What follows belongs to an exercise in optimizing a design on an open flow for small area, a short achievable clock period and few clock cycles per item; a production flow would make more cautious choices. The RTL was checked by simulation tests, not by an equivalence proof against the original design. Power figures rest on the tool's default switching activity, not on a simulated workload.

`design.v`:
```
`timescale 1ns/10ps
package dma_pkg;
   localparam int ADDR_W      = 32;
   localparam int LENGTH_W    = 16;
   localparam int BURST_LEN_W = 4;
   localparam int PERF_CNTR_W = 32;
   localparam int BURST_BEATS = 1 << BURST_LEN_W;
   localparam logic [BURST_LEN_W-1:0] MAX_BURST_LEN = '1;
   typedef struct packed {
      logic [ADDR_W-1:0]   src_addr;
      logic [ADDR_W-1:0]   dst_addr;
      logic [LENGTH_W-1:0] length;
   } t_dma_descriptor;
   typedef enum logic [3:0] {
      IDLE            = 4'b0001,
      ADDR_SETUP      = 4'b0010,
      CP_RSP_TO_FIFO  = 4'b0100,
      WAIT_FOR_WR_RSP = 4'b1000
   } t_rd_state;
   function automatic logic [LENGTH_W-1:0] eff_length(input logic [LENGTH_W-1:0] length);
      eff_length = length;
      if (length == '0) begin
         eff_length = LENGTH_W'(1);
      end
   endfunction
endpackage
`timescale 1ns/10ps
module dma_fifo #(
   parameter int WIDTH              = 1,
   parameter int DEPTH              = 4,
   parameter int ALMOST_FULL_MARGIN = 0
)(
   input  logic             clk,
   input  logic             reset_n,
   input  logic             wr_en,
   input  logic [WIDTH-1:0] wr_data,
   output logic             almost_full,
   input  logic             rd_en,
   output logic [WIDTH-1:0] rd_data,
   output logic             empty
);
   localparam int PTR_W = (DEPTH > 1) ? $clog2(DEPTH) : 1;
   localparam int CNT_W = $clog2(DEPTH + 1);
   logic [WIDTH-1:0]    mem [DEPTH];
   logic [PTR_W-1:0]    wr_ptr;
   logic [PTR_W-1:0]    rd_ptr;
   logic [CNT_W-1:0]    count;
   logic                push;
   logic                pop;
   assign push = wr_en && (count != CNT_W'(DEPTH));
   assign pop  = rd_en && (count != '0);
   assign empty       = (count == '0);
   assign almost_full = (CNT_W'(DEPTH) - count) <= CNT_W'(ALMOST_FULL_MARGIN);
   assign rd_data     = mem[rd_ptr];
   always_ff @(posedge clk) begin
      if (push) begin
         mem[wr_ptr] <= wr_data;
      end
   end
   always_ff @(posedge clk) begin
      if (!reset_n) begin
         wr_ptr <= '0;
         rd_ptr <= '0;
         count  <= '0;
      end else begin
         if (push) begin
            wr_ptr <= (wr_ptr == PTR_W'(DEPTH - 1)) ? '0 : wr_ptr + 1'b1;
         end
         if (pop) begin
            rd_ptr <= (rd_ptr == PTR_W'(DEPTH - 1)) ? '0 : rd_ptr + 1'b1;
         end
         case ({push, pop})
            2'b10:   count <= count + 1'b1;
            2'b01:   count <= count - 1'b1;
            default: count <= count;
         endcase
      end
   end
endmodule
`timescale 1ns/10ps
module read_src_fsm #(
   parameter int DATA_W = 32
)(
   input  logic                           clk,
   input  logic                           reset_n,
   input  logic                           wr_fsm_done,
   input  dma_pkg::t_dma_descriptor       desc_rd_data,
   input  logic                           desc_empty,
   output logic                           desc_rd_en,
   output logic                           data_wr_en,
   output logic [DATA_W-1:0]              data_wr_data,
   input  logic                           data_almost_full,
   output logic                           ar_valid,
   input  logic                           ar_ready,
   output logic [dma_pkg::ADDR_W-1:0]     ar_addr,
   output logic [dma_pkg::BURST_LEN_W-1:0] ar_len,
   input  logic                           r_valid,
   input  logic                           r_last,
   output logic                           r_ready,
   input  logic [DATA_W-1:0]              r_data,
   output dma_pkg::t_rd_state             rd_state,
   output logic                           busy,
   output logic                           beat_accepted,
   output logic                           xfer_start,
   output logic                           descriptor_done
);
   localparam int BURSTS_W    = dma_pkg::LENGTH_W - dma_pkg::BURST_LEN_W + 1;
   localparam int BURST_BYTES = dma_pkg::BURST_BEATS * DATA_W / 8;
   dma_pkg::t_rd_state              state;
   dma_pkg::t_rd_state              next;
   logic [dma_pkg::LENGTH_W-1:0]    len_m1;
   logic [BURSTS_W-1:0]    num_bursts;
   logic [BURSTS_W-1:0]    rlast_cnt;
   logic [BURSTS_W-1:0]    next_idx;
   logic [dma_pkg::BURST_LEN_W-1:0] last_len;
   logic [dma_pkg::BURST_LEN_W-1:0] next_len;
   logic                   rlast_acc;
   logic                   final_rlast;
   assign len_m1     = dma_pkg::eff_length(desc_rd_data.length) - 1'b1;
   assign num_bursts = BURSTS_W'(len_m1 >> dma_pkg::BURST_LEN_W) + 1'b1;
   assign last_len   = len_m1[dma_pkg::BURST_LEN_W-1:0];
   assign rlast_acc   = r_valid && r_ready && r_last;
   assign final_rlast = rlast_acc && ((rlast_cnt + 1'b1) == num_bursts);
   assign next_idx = (state == dma_pkg::IDLE) ? '0 : rlast_cnt + 1'b1;
   assign next_len = (next_idx == (num_bursts - 1'b1)) ? last_len : dma_pkg::MAX_BURST_LEN;
   always_comb begin
      next = state;
      unique case (state)
         dma_pkg::IDLE: begin
            if (!desc_empty) next = dma_pkg::ADDR_SETUP;
         end
         dma_pkg::ADDR_SETUP: begin
            if (ar_valid && ar_ready) next = dma_pkg::CP_RSP_TO_FIFO;
         end
         dma_pkg::CP_RSP_TO_FIFO: begin
            if (final_rlast) next = dma_pkg::WAIT_FOR_WR_RSP;
            else if (rlast_acc) next = dma_pkg::ADDR_SETUP;
         end
         dma_pkg::WAIT_FOR_WR_RSP: begin
            if (wr_fsm_done) next = dma_pkg::IDLE;
         end
         default: next = dma_pkg::IDLE;
      endcase
   end
   always_ff @(posedge clk) begin
      if (!reset_n) begin
         state     <= dma_pkg::IDLE;
         ar_valid  <= 1'b0;
         rlast_cnt <= '0;
      end else begin
         state    <= next;
         ar_valid <= (next == dma_pkg::ADDR_SETUP);
         if (state == dma_pkg::IDLE) begin
            rlast_cnt <= '0;
         end else if (rlast_acc) begin
            rlast_cnt <= rlast_cnt + 1'b1;
         end
      end
   end
   always_ff @(posedge clk) begin
      if (next == dma_pkg::ADDR_SETUP && state != dma_pkg::ADDR_SETUP) begin
         ar_len <= next_len;
         if (state == dma_pkg::IDLE) begin
            ar_addr <= desc_rd_data.src_addr;
         end else begin
            ar_addr <= ar_addr + dma_pkg::ADDR_W'(BURST_BYTES);
         end
      end
   end
   assign r_ready      = (state == dma_pkg::CP_RSP_TO_FIFO) && !data_almost_full;
   assign data_wr_en   = r_valid && r_ready;
   assign data_wr_data = r_data;
   assign desc_rd_en      = (state == dma_pkg::WAIT_FOR_WR_RSP) && wr_fsm_done;
   assign descriptor_done = desc_rd_en;
   assign rd_state      = state;
   assign busy          = (state != dma_pkg::IDLE);
   assign beat_accepted = r_valid && r_ready;
   assign xfer_start    = (state == dma_pkg::IDLE) && (next == dma_pkg::ADDR_SETUP);
endmodule
`timescale 1ns/10ps
module dma_perf_cntr (
   input  logic                            clk,
   input  logic                            reset_n,
   input  logic                            busy,
   input  logic                            beat_accepted,
   input  logic                            descriptor_done,
   output logic [dma_pkg::PERF_CNTR_W-1:0] descriptor_count,
   output logic [dma_pkg::PERF_CNTR_W-1:0] rd_clk_cnt,
   output logic [dma_pkg::PERF_CNTR_W-1:0] rd_valid_cnt
);
   logic [dma_pkg::PERF_CNTR_W-1:0] clk_cnt;
   logic [dma_pkg::PERF_CNTR_W-1:0] valid_cnt;
   logic [dma_pkg::PERF_CNTR_W-1:0] desc_cnt;
   always_ff @(posedge clk) begin
      if (!reset_n) begin
         clk_cnt   <= '0;
         valid_cnt <= '0;
         desc_cnt  <= '0;
      end else begin
         if (busy) clk_cnt <= clk_cnt + 1'b1;
         valid_cnt <= valid_cnt + dma_pkg::PERF_CNTR_W'(beat_accepted);
         if (descriptor_done) desc_cnt <= desc_cnt + 1'b1;
      end
   end
   assign descriptor_count = desc_cnt;
   assign rd_clk_cnt       = clk_cnt;
   assign rd_valid_cnt     = valid_cnt;
endmodule
`timescale 1ns/10ps
module write_dst_fsm #(
   parameter int DATA_W = 32
)(
   input  logic                       clk,
   input  logic                       reset_n,
   input  dma_pkg::t_dma_descriptor   desc_rd_data,
   input  logic                       desc_empty,
   input  logic [DATA_W-1:0]          data_rd_data,
   input  logic                       data_empty,
   output logic                       data_rd_en,
   output logic                       w_valid,
   input  logic                       w_ready,
   output logic [dma_pkg::ADDR_W-1:0] w_addr,
   output logic [DATA_W-1:0]          w_data,
   output logic                       w_last,
   output logic                       wr_fsm_done
);
   localparam int BEAT_SHIFT = $clog2(DATA_W / 8);
   typedef enum logic {
      WR_IDLE,
      WR_STREAM
   } t_wr_state;
   t_wr_state           state;
   logic [dma_pkg::LENGTH_W-1:0] beat_cnt;
   logic [dma_pkg::LENGTH_W-1:0] len;
   logic                beat_taken;
   assign len        = dma_pkg::eff_length(desc_rd_data.length);
   assign w_valid    = (state == WR_STREAM) && !data_empty && (beat_cnt < len);
   assign w_data     = data_rd_data;
   assign w_addr     = desc_rd_data.dst_addr + (dma_pkg::ADDR_W'(beat_cnt) << BEAT_SHIFT);
   assign w_last     = (beat_cnt == len - 1'b1);
   assign beat_taken = w_valid && w_ready;
   assign data_rd_en = beat_taken;
   always_ff @(posedge clk) begin
      if (!reset_n) begin
         state       <= WR_IDLE;
         beat_cnt    <= '0;
         wr_fsm_done <= 1'b0;
      end else begin
         wr_fsm_done <= beat_taken && w_last;
         case (state)
            WR_IDLE: begin
               beat_cnt <= '0;
               if (!desc_empty) state <= WR_STREAM;
            end
            WR_STREAM: begin
               if (wr_fsm_done) begin
                  state    <= WR_IDLE;
                  beat_cnt <= '0;
               end else if (beat_taken) begin
                  beat_cnt <= beat_cnt + 1'b1;
               end
            end
            default: state <= WR_IDLE;
         endcase
      end
   end
endmodule
`timescale 1ns/10ps
module dma_top #(
   parameter int DATA_W     = 32,
   parameter int DESC_DEPTH = 4,
   parameter int DATA_DEPTH = 32
)(
   input  logic                            clk,
   input  logic                            reset_n,
   input  logic                            desc_valid,
   output logic                            desc_ready,
   input  logic [dma_pkg::ADDR_W-1:0]      desc_src_addr,
   input  logic [dma_pkg::ADDR_W-1:0]      desc_dst_addr,
   input  logic [dma_pkg::LENGTH_W-1:0]    desc_length,
   output logic                            ar_valid,
   input  logic                            ar_ready,
   output logic [dma_pkg::ADDR_W-1:0]      ar_addr,
   output logic [dma_pkg::BURST_LEN_W-1:0] ar_len,
   input  logic                            r_valid,
   output logic                            r_ready,
   input  logic [DATA_W-1:0]               r_data,
   input  logic                            r_last,
   output logic                            w_valid,
   input  logic                            w_ready,
   output logic [dma_pkg::ADDR_W-1:0]      w_addr,
   output logic [DATA_W-1:0]               w_data,
   output logic                            w_last,
   output logic                            busy,
   output logic [dma_pkg::PERF_CNTR_W-1:0] descriptor_count,
   output logic [dma_pkg::PERF_CNTR_W-1:0] rd_clk_cnt,
   output logic [dma_pkg::PERF_CNTR_W-1:0] rd_valid_cnt
);
   logic            wr_fsm_done;
   logic            rd_busy;
   logic            xfer_start;
   logic            beat_accepted;
   logic            descriptor_done;
   dma_pkg::t_rd_state       fsm_state;
   dma_pkg::t_dma_descriptor desc_wr_data;
   dma_pkg::t_dma_descriptor desc_rd_data;
   logic            desc_wr_en;
   logic            desc_almost_full;
   logic            desc_rd_en;
   logic            desc_empty;
   logic [DATA_W-1:0] data_wr_data;
   logic [DATA_W-1:0] data_rd_data;
   logic              data_wr_en;
   logic              data_almost_full;
   logic              data_rd_en;
   logic              data_empty;
   assign desc_ready   = !desc_almost_full;
   assign desc_wr_en   = desc_valid && desc_ready;
   assign desc_wr_data = {desc_src_addr, desc_dst_addr, desc_length};
   dma_fifo #(.WIDTH(2 * dma_pkg::ADDR_W + dma_pkg::LENGTH_W), .DEPTH(DESC_DEPTH), .ALMOST_FULL_MARGIN(0))
      u_desc_fifo (.clk(clk), .reset_n(reset_n), .wr_en(desc_wr_en), .wr_data(desc_wr_data),
                   .almost_full(desc_almost_full), .rd_en(desc_rd_en),
                   .rd_data(desc_rd_data), .empty(desc_empty));
   dma_fifo #(.WIDTH(DATA_W), .DEPTH(DATA_DEPTH), .ALMOST_FULL_MARGIN(1))
      u_data_fifo (.clk(clk), .reset_n(reset_n), .wr_en(data_wr_en), .wr_data(data_wr_data),
                   .almost_full(data_almost_full), .rd_en(data_rd_en),
                   .rd_data(data_rd_data), .empty(data_empty));
   read_src_fsm #(.DATA_W(DATA_W)) u_rd_fsm (
      .clk(clk), .reset_n(reset_n), .wr_fsm_done(wr_fsm_done),
      .desc_rd_data(desc_rd_data), .desc_empty(desc_empty), .desc_rd_en(desc_rd_en),
      .data_wr_en(data_wr_en), .data_wr_data(data_wr_data),
      .data_almost_full(data_almost_full),
      .ar_valid(ar_valid), .ar_ready(ar_ready), .ar_addr(ar_addr), .ar_len(ar_len),
      .r_valid(r_valid), .r_last(r_last), .r_ready(r_ready), .r_data(r_data),
      .rd_state(fsm_state), .busy(rd_busy), .beat_accepted(beat_accepted),
      .xfer_start(xfer_start), .descriptor_done(descriptor_done)
   );
   write_dst_fsm #(.DATA_W(DATA_W)) u_wr_fsm (
      .clk(clk), .reset_n(reset_n),
      .desc_rd_data(desc_rd_data), .desc_empty(desc_empty),
      .data_rd_data(data_rd_data), .data_empty(data_empty), .data_rd_en(data_rd_en),
      .w_valid(w_valid), .w_ready(w_ready), .w_addr(w_addr), .w_data(w_data),
      .w_last(w_last), .wr_fsm_done(wr_fsm_done)
   );
   dma_perf_cntr u_perf (
      .clk(clk), .reset_n(reset_n), .busy(rd_busy), .beat_accepted(beat_accepted),
      .descriptor_done(descriptor_done), .descriptor_count(descriptor_count),
      .rd_clk_cnt(rd_clk_cnt), .rd_valid_cnt(rd_valid_cnt)
   );
   assign busy = rd_busy;
endmodule
```
`run.sh`:
```
#!/bin/bash
# synth_recipe.tcl (not shown) runs the flow's synth.tcl, then flattens the netlist and writes it again
# the make line also repeats each setting of config.mk as NAME=value (left out here)
make -C /OpenROAD-flow-scripts/flow DESIGN_CONFIG=/design/flow/config.mk WORK_HOME=/design/flow/orfs CLKGATE_MAP_FILE= SYNTH_SCRIPT=/design/flow/synth_recipe.tcl finish
```
`config.mk`:
```
export PLATFORM = sky130hd
export DESIGN_NAME = dma_top
export DESIGN_NICKNAME = dma_top
export VERILOG_FILES = /design/flow/design.v
export SDC_FILE = /design/flow/constraint.sdc
export NUM_CORES = 4
export LEC_CHECK = 0
export CAP_MARGIN = 20
export CORE_MARGIN = 2
export CORE_UTILIZATION = 40
export SLEW_MARGIN = 20
```
`constraint.sdc`:
```
create_clock -name core_clock -period 8.0 [get_ports {clk}]
set_input_delay 1.6000 -clock core_clock [delete_from_list [all_inputs] [get_ports {clk}]]
set_output_delay 1.6000 -clock core_clock [all_outputs]
set_load 0.01 [all_outputs]
```
==> impl_results.md <==
* Leak at 22.9 nW
* Hold Path Class: flip-flop to flip-flop
* Slew @ Worst Pin at 1.14 ns
* Reg-to-reg setup timing slack at 1.42 ns
* H-tree levels at 4
* Initial core utilization at 40.2%
* HPWL Detailed at 91000 um
* Yosys cell types at 75
* Hold Fails Final Rpt at 0
* DRT Wirelength at 153000 um
* Commonest non-fill, non-tap cell in the layout: edfxtp_1
* Router iterations before antenna repair at 5
* Clk buf depth at 3
* Via count at 32.4k
* Max-Cap Viols at 0
* P per Cell Area at 230 nW/um2
* Kind of critical path: flip-flop to primary output
* Total power at 17.1 mW
* Final setup vio count at 0
* Pint at 13.4 mW
* CP required at 6.40 ns
* Final nets at 3959
* Hold slack at 0.488 ns
* Inserted Clock Buffers at 163
* Clk network pwr share at 43.5%
* Setup TNS Final at 0 ns
* IO Pins at 321
* CP Max Fanout at 12
* Post-route minimum period at 7.43 ns
* Vias in the first global route at 33.3k
* Mapped Cells at 3367
* NetSw at 3.66 mW
* First-pass GRT wire length at 225000 um
* Worst Setup Slack, final at 0.568 ns
* Final clock skew at 0.0463 ns
* Final ANT Viol Nets at 0
* Reg power frac at 52.5%
* Critical Path AT at 5.83 ns
* DRC violation count after routing at 0
* Critical path startpoint category: flip-flop
* CTS tree: built
* Slew HR at 23.9%
* Post-synth EDFFs at 1380
* Synthesized area at 62700 um2
* Area grow syn2layout at 18.1%
* DP Worst Slack at 0.958 ns
* Hold-fix buffers at CTS at 0
* RSZ-0062 raised after global routing: no
* Die W at 400 um
* Share of layout cells above drive strength 1 at 20.5%
* Vias/cell at 5.43
* Commonest cells after routing, fill and taps aside: edfxtp_1, mux4_2, clkdlybuf4s50_1
* Clock latency (worst-skew pair) at 0.80 ns
* Crit path capture type: primary output
* Total Die Area at 160000 um2
* Flops & latches, synth at 1542
* Row Count at 145
* Clock transition at path regs at 0.05 ns
* Grt total ovfl at 0
* Syn_area_per_cell at 18.6 um2
* Ys flop type: edfxtp_1
* Largest net degree at the start of global routing at 118
* Clock Tree Root: clkbuf_16
* Switch share at 21.4%
* Die Y at 400 um
* Fin crit share at 92.9%
* WL/cell at 25.7 um
* # clock sinks at 1542
* Placer Congestion at 0.813
* Maximum vdd drop at 0.201 mV
* Post-synthesis async set-or-reset flop share at 0%
* Max Freq at 0.135 GHz
* Placed cell areas at 68800 um2
* Number of port buffers at 320
* Global-route usage over all layers at 19.2%
* Syn_nets at 3550
* Combinational power share at 4.0%
* Ys Warns at 5
* Core area at 156000 um2
* Post-synthesis sequential area ratio at 71.3%
* Initial antenna violation count at 30
* Status: complete, no violations
* Finished Cell Area at 74100 um2
* Initial DRC count at 2801
* Max Transition Viols Final at 0
per-stage QoR:
stage	instances	utilization, %
finish	5964	47.5
global route	5961	47.5
CTS	5959	47.5
detailed placement	5668	44.1
global placement	5667	44.1
floorplan	3367	-
final cells by class:
| type | count | area (um2) |
|---|---|---|
| Sequential cell | 1542 | 44700 |
| Clock buffer | 223 | 4470 |
| Antenna cell | 4 | 10.0 |
| Multi-Input combinational cell | 1617 | 17500 |
| Inverter | 69 | 259 |
| Timing Repair Buffer | 383 | 3710 |
| Fill cell | 13000 | 81800 |
| Clock inverter | 68 | 817 |
| Tap cell | 2058 | 2570 |
registers in the layout, summed over array words and instances, names as in the netlist, named ones only:
signal	count
u_desc_fifo.count	3
u_data_fifo.rd_ptr	5
u_rd_fsm.ar_valid	1
u_data_fifo.wr_ptr	5
u_rd_fsm.ar_len	4
u_perf.valid_cnt	32
u_perf.desc_cnt	32
u_perf.clk_cnt	32
u_data_fifo.mem	1024
u_rd_fsm.ar_addr	32
u_data_fifo.count	6
u_rd_fsm.rlast_cnt	13
u_desc_fifo.wr_ptr	2
u_desc_fifo.mem	320
u_desc_fifo.rd_ptr	2
u_wr_fsm.state	1
u_wr_fsm.beat_cnt	16
u_rd_fsm.state	4
u_wr_fsm.wr_fsm_done	1
routing by layer:
metal  vias to the layer above  part of all wire, %  global-route usage (%)
li1                      14300                    -                       -
met1                     16800                   42                    25.5
met2                       994                   48                    30.8
met3                       263                  7.6                    5.48
met4                        42                  2.6                    5.73
met5                         -                 0.17                       0
cell usage after synthesis, types with 4 or more instances:
cell      count  area [um2]
a211oi_1      9        67.6
nor2_1      118         443
xnor2_1     149        1310
nand3_1      76         380
or3_1        31         194
nand4_1      36         225
nor3b_1       4        30.0
nor2b_1      20         125
xor2_1       64         561
buf_1        34         128
o31ai_1      11        82.6
mux2_2       32         360
o21a_1       12        90.1
and4_1       10        87.6
inv_1        66         248
nand2b_1      8        50.1
dfxtp_1     162        3240
mux4_2      400        9010
a21o_1        8        60.1
o21ai_0      78         390
nor4b_1       7        61.3
nand3b_1      7        52.6
edfxtp_1   1380       41400
or4_1        13        97.6
a21boi_0     24         180
ha_1         61         763
clkbuf_1    101         379
a31oi_1       6        37.5
a21oi_1      47         235
and2_1      109         682
nand2_1     141         529
mux2i_1       9        90.1
nor3_1       29         145
nor4_1        7        43.8
and3_1       39         244
critical path: stages (launching register included):
cell and delay [ns]:
dfxtp_4 0.52, buf_8 0.22, mux4_2 0.65, or4_4 0.57, nor3_1 0.33, a21oi_1 0.15, inv_1 0.10, ha_1 0.15
nor2b_1 0.04, o21a_1 0.16, o21a_1 0.16, o21a_1 0.16, o21a_1 0.17, o21a_1 0.17, o21a_1 0.18, o21ai_0 0.16
a211oi_1 0.13, a21oi_1 0.16, o21a_1 0.25, clkdlybuf4s50_1 0.59
power groups by stage:
| stage | sequential [mW] | clock (mW) | combinational [mW] |
|---|---|---|---|
| after floorplan | 9.13 | 0 | 0.296 |
| after global placement | 9.13 | 0 | 0.682 |
| after detailed placement | 9.13 | 0 | 0.688 |
| after CTS | 8.96 | 7.59 | 0.690 |
| after global routing | 8.97 | 7.91 | 0.744 |
| final | 8.96 | 7.43 | 0.678 |
cell families (layout without fill, tap and decap cells):
| group | count (synthesis) | after routing | share of synthesized area (%) |
|---|---|---|---|
| muxes | 441 | 441 | 15.1 |
| other | 0 | 4 | 0 |
| xor gates and xnor gates | 217 | 217 | 3.11 |
| buffers and inverters | 208 | 743 | 1.26 |
| DFF | 1542 | 1542 | 71.3 |
| AOI/OAI and AO/OA | 221 | 221 | 2.21 |
| adders and majority gates | 64 | 64 | 1.31 |
| and+or+nand+nor | 674 | 674 | 5.73 |
worst paths after layout:
check | start | endpoint | cells after the start
setup / recovery | flip-flop | w_valid | 19
hold / removal | u_rd_fsm.rlast_cnt[1] | u_rd_fsm.rlast_cnt[1] | 2
setup reg to reg | flip-flop | u_data_fifo.count[5] | 27
hold reg to reg | u_rd_fsm.rlast_cnt[1] | u_rd_fsm.rlast_cnt[1] | 2
what timing repair did:
item	in CTS	in global routing
endpoints found under the setup margin	0	9
resized for setup	0	5
buffers inserted	0	1
Testbench counts, summed over its fixed seeds: cycles 17,359, beats 10,348.

-- what the ideal ports hide --
The flow's constraints put no driver on any port. The routed layout listed below was extracted and timed again, unchanged, in two steps. Step 1: set_driving_cell puts a clkbuf_16 on clk and a buf_2 on each other input, an assumption about the parent block. Step 2 times the ports against the registers' clock, not the clock port: input delays grow and output delays shrink by t, the midpoint of the rising clock arrivals with the driver on. Slacks: ideal / step 1 / step 2; pairs: ideal / step 1.
t, ns: 0.863
setup WS [ns]: 0.568 / 0.487 / 1.350
worst setup path at the end: register to output
clock arrival spread, ns: 0.060 / 0.060
worst slew at a driven data input, ns: 0.14
After both steps this run still meets setup and hold. The setup slack of this run moves by -0.081 ns with the drivers and by +0.782 ns with both steps.
